Source: an optimization exercise on an open RTL-to-GDS flow (aim: small area). Production flows keep margins and buffers that such runs may drop.
The RTL was checked by simulation tests, not by an equivalence proof against the original design. The flow treats the clock pin as an ideal source, which a real chip does not have.

the previous run:
==> flow/design.v <==
package dmem_responder_pkg;
  localparam int DEPTH_DEF   = 64;
  localparam int LATENCY_DEF = 2;
  function automatic logic addrErr(input logic [31:0] addr);
    addrErr = (addr[1:0] != 2'b00) || (addr[31:8] != 24'd0);
  endfunction
endpackage
import dmem_responder_pkg::*;
module dmem_array
#(
  parameter int DEPTH = DEPTH_DEF
) (
  input  logic        clk,
  input  logic        we,
  input  logic        clr,
  input  logic [31:0] wdata,
  output logic [31:0] tail
);
  logic [DEPTH-1:0][31:0] ringN;
  logic [31:0]            headN;
  assign headN = we ? ~wdata : (ringN[DEPTH-1] | {32{clr}});
  always_ff @(posedge clk) begin
    ringN <= {ringN[DEPTH-2:0], headN};
  end
  assign tail = ~ringN[DEPTH-1];
endmodule
import dmem_responder_pkg::*;
module dmem_responder
#(
  parameter int DEPTH   = DEPTH_DEF,
  parameter int LATENCY = LATENCY_DEF
) (
  input  logic        clk,
  input  logic        rst_n,
  input  logic        req_valid,
  output logic        req_ready,
  input  logic        req_write,
  input  logic [31:0] req_addr,
  input  logic [31:0] req_wdata,
  output logic        rsp_valid,
  input  logic        rsp_ready,
  output logic [31:0] rsp_rdata,
  output logic        rsp_err
);
  logic [5:0]  cnt;
  logic        clr;
  logic        vldQ;
  logic        errQ;
  logic [31:0] rdataQ;
  logic [31:0] tail;
  logic        reqErr;
  logic        hit;
  logic        accept;
  logic        memWe;
  logic        load;
  assign reqErr    = dmem_responder_pkg::addrErr(req_addr);
  assign hit       = (req_addr[7:2] == cnt);
  assign req_ready = (!vldQ || rsp_ready) && (reqErr || hit);
  assign accept    = req_valid && req_ready;
  assign memWe     = accept && req_write && !reqErr;
  dmem_array #(.DEPTH(DEPTH)) u_array (
    .clk   (clk),
    .we    (memWe),
    .clr   (clr),
    .wdata (req_wdata),
    .tail  (tail)
  );
  always_ff @(posedge clk or negedge rst_n) begin
    if (!rst_n) begin
      cnt  <= '0;
      clr  <= 1'b1;
      vldQ <= 1'b0;
    end else begin
      cnt <= cnt + 1'b1;
      if (cnt == 6'd63) clr <= 1'b0;
      if (accept) vldQ <= 1'b1;
      else if (rsp_ready) vldQ <= 1'b0;
    end
  end
  assign load = accept && !req_write && !reqErr && !clr;
  always_ff @(posedge clk) begin
    rdataQ <= (tail & {32{load}}) | (rdataQ & {32{!accept}});
    errQ   <= (reqErr && accept) || (errQ && !accept);
  end
  assign rsp_valid = vldQ;
  assign rsp_rdata = rdataQ;
  assign rsp_err   = errQ;
endmodule
==> flow/config.mk <==
export PLATFORM = sky130hd
export DESIGN_NAME = dmem_responder
export DESIGN_NICKNAME = dmem_responder
export VERILOG_FILES = /design/flow/design.v
export SDC_FILE = /design/flow/constraint.sdc
export NUM_CORES = 4
export LEC_CHECK = 0
export CAP_MARGIN = 20
export CORE_MARGIN = 2
export CORE_UTILIZATION = 70
export PLACE_DENSITY = 0.75
export SLEW_MARGIN = 20
==> flow/constraint.sdc <==
create_clock -name core_clock -period 8.0 [get_ports {clk}]
set_input_delay 1.6000 -clock core_clock [delete_from_list [all_inputs] [get_ports {clk}]]
set_output_delay 1.6000 -clock core_clock [all_outputs]
set_load 0.01 [all_outputs]
standard.sh (not shown) runs the stock make flow with config.mk's settings and CLKGATE_MAP_FILE= SYNTH_SCRIPT=/design/flow/synth_recipe.tcl, a recipe that flattens the netlist after the stock synthesis.
==> flow/flow/run.sh <==
#!/bin/bash
# Own layout flow: the standard layout (standard.sh) with two changes:
# the port buffers use the smallest buffer cell (buf_1), and clock-tree
# synthesis inserts no dummy loads and uses larger sink clusters.
# make's output goes to standard.log here; each ORFS step's full log is
# copied from orfs/logs/ into this folder as step_<name>.log.
set -uo pipefail
export BUFFER_PORTS_ARGS="-buffer_cell sky130_fd_sc_hd__buf_1"
export CTS_ARGS="-sink_clustering_enable -repair_clock_nets -dont_use_dummy_load -sink_clustering_size 37 -sink_clustering_max_diameter 90"
bash standard.sh > standard.log 2>&1
status=$?
for f in orfs/logs/*/*/*/*.log; do
  [[ -f "$f" ]] && cp "$f" "step_$(basename "$f")"
done
exit $status
> inputs changed (the previous run -> the current run)
diff --git a/flow/design.v b/flow/design.v
--- a/flow/design.v
+++ b/flow/design.v
@@ -14,17 +14,19 @@
   input  logic        we,
   input  logic        clr,
   input  logic [31:0] wdata,
   output logic [31:0] tail
 );
-  logic [DEPTH-1:0][31:0] ringN;
-  logic [31:0]            headN;
-  assign headN = we ? ~wdata : (ringN[DEPTH-1] | {32{clr}});
+  logic [DEPTH-1:0][31:0] ring;
+  logic [31:0]            head;
+  logic                   keep;
+  assign keep = !we && !clr;
+  assign head = (wdata & {32{we}}) | (ring[DEPTH-1] & {32{keep}});
   always_ff @(posedge clk) begin
-    ringN <= {ringN[DEPTH-2:0], headN};
+    ring <= {ring[DEPTH-2:0], head};
   end
-  assign tail = ~ringN[DEPTH-1];
+  assign tail = ring[DEPTH-1];
 endmodule
 import dmem_responder_pkg::*;
 module dmem_responder
 #(
   parameter int DEPTH   = DEPTH_DEF,
Results
Higher worst setup slack was reported by the previous run, not the current run. Summary of the current run over the previous run: post-synthesis adder-cell area fraction held, sum of met3 wire segment lengths after detailed routing went up 75 µm, highest achievable clock rate went down 1.4 MHz, final cell count held, core outline area held. The current run against the previous run: sequential share of cell area decreased by 0.18 points relative to the old numbers; share of the cycle needed by the critical path after routing increased by 0.33 points relative to the old numbers.

==> static timing again, ports no longer ideal <==
How much do the figures lean on ideal ports? The routed layouts below were timed once more, with nothing changed but the port constraints. Step 1 sets driving cells, clkbuf_16 on the clock port and buf_2 on the other inputs (assumed; they add their load-dependent delay and slew). Step 2, shift: input delay + t, output delay - t, t = (earliest + latest rising clock arrival at the registers) / 2. This alone moves slack from input paths to output paths. Slacks: ideal ports / drivers / drivers and shift; pairs: ideal ports / drivers.
run	t, ns	setup slack, ns	worst setup path at the end
the previous run	0.670	3.693 / 3.671 / 3.671	input to output
the current run	0.664	3.666 / 3.645 / 3.645	input to output
After both steps setup and hold are still met in every run listed. For the previous run, which loses most, drivers alone change the setup slack by -0.022 ns; drivers and shift together by -0.022 ns.
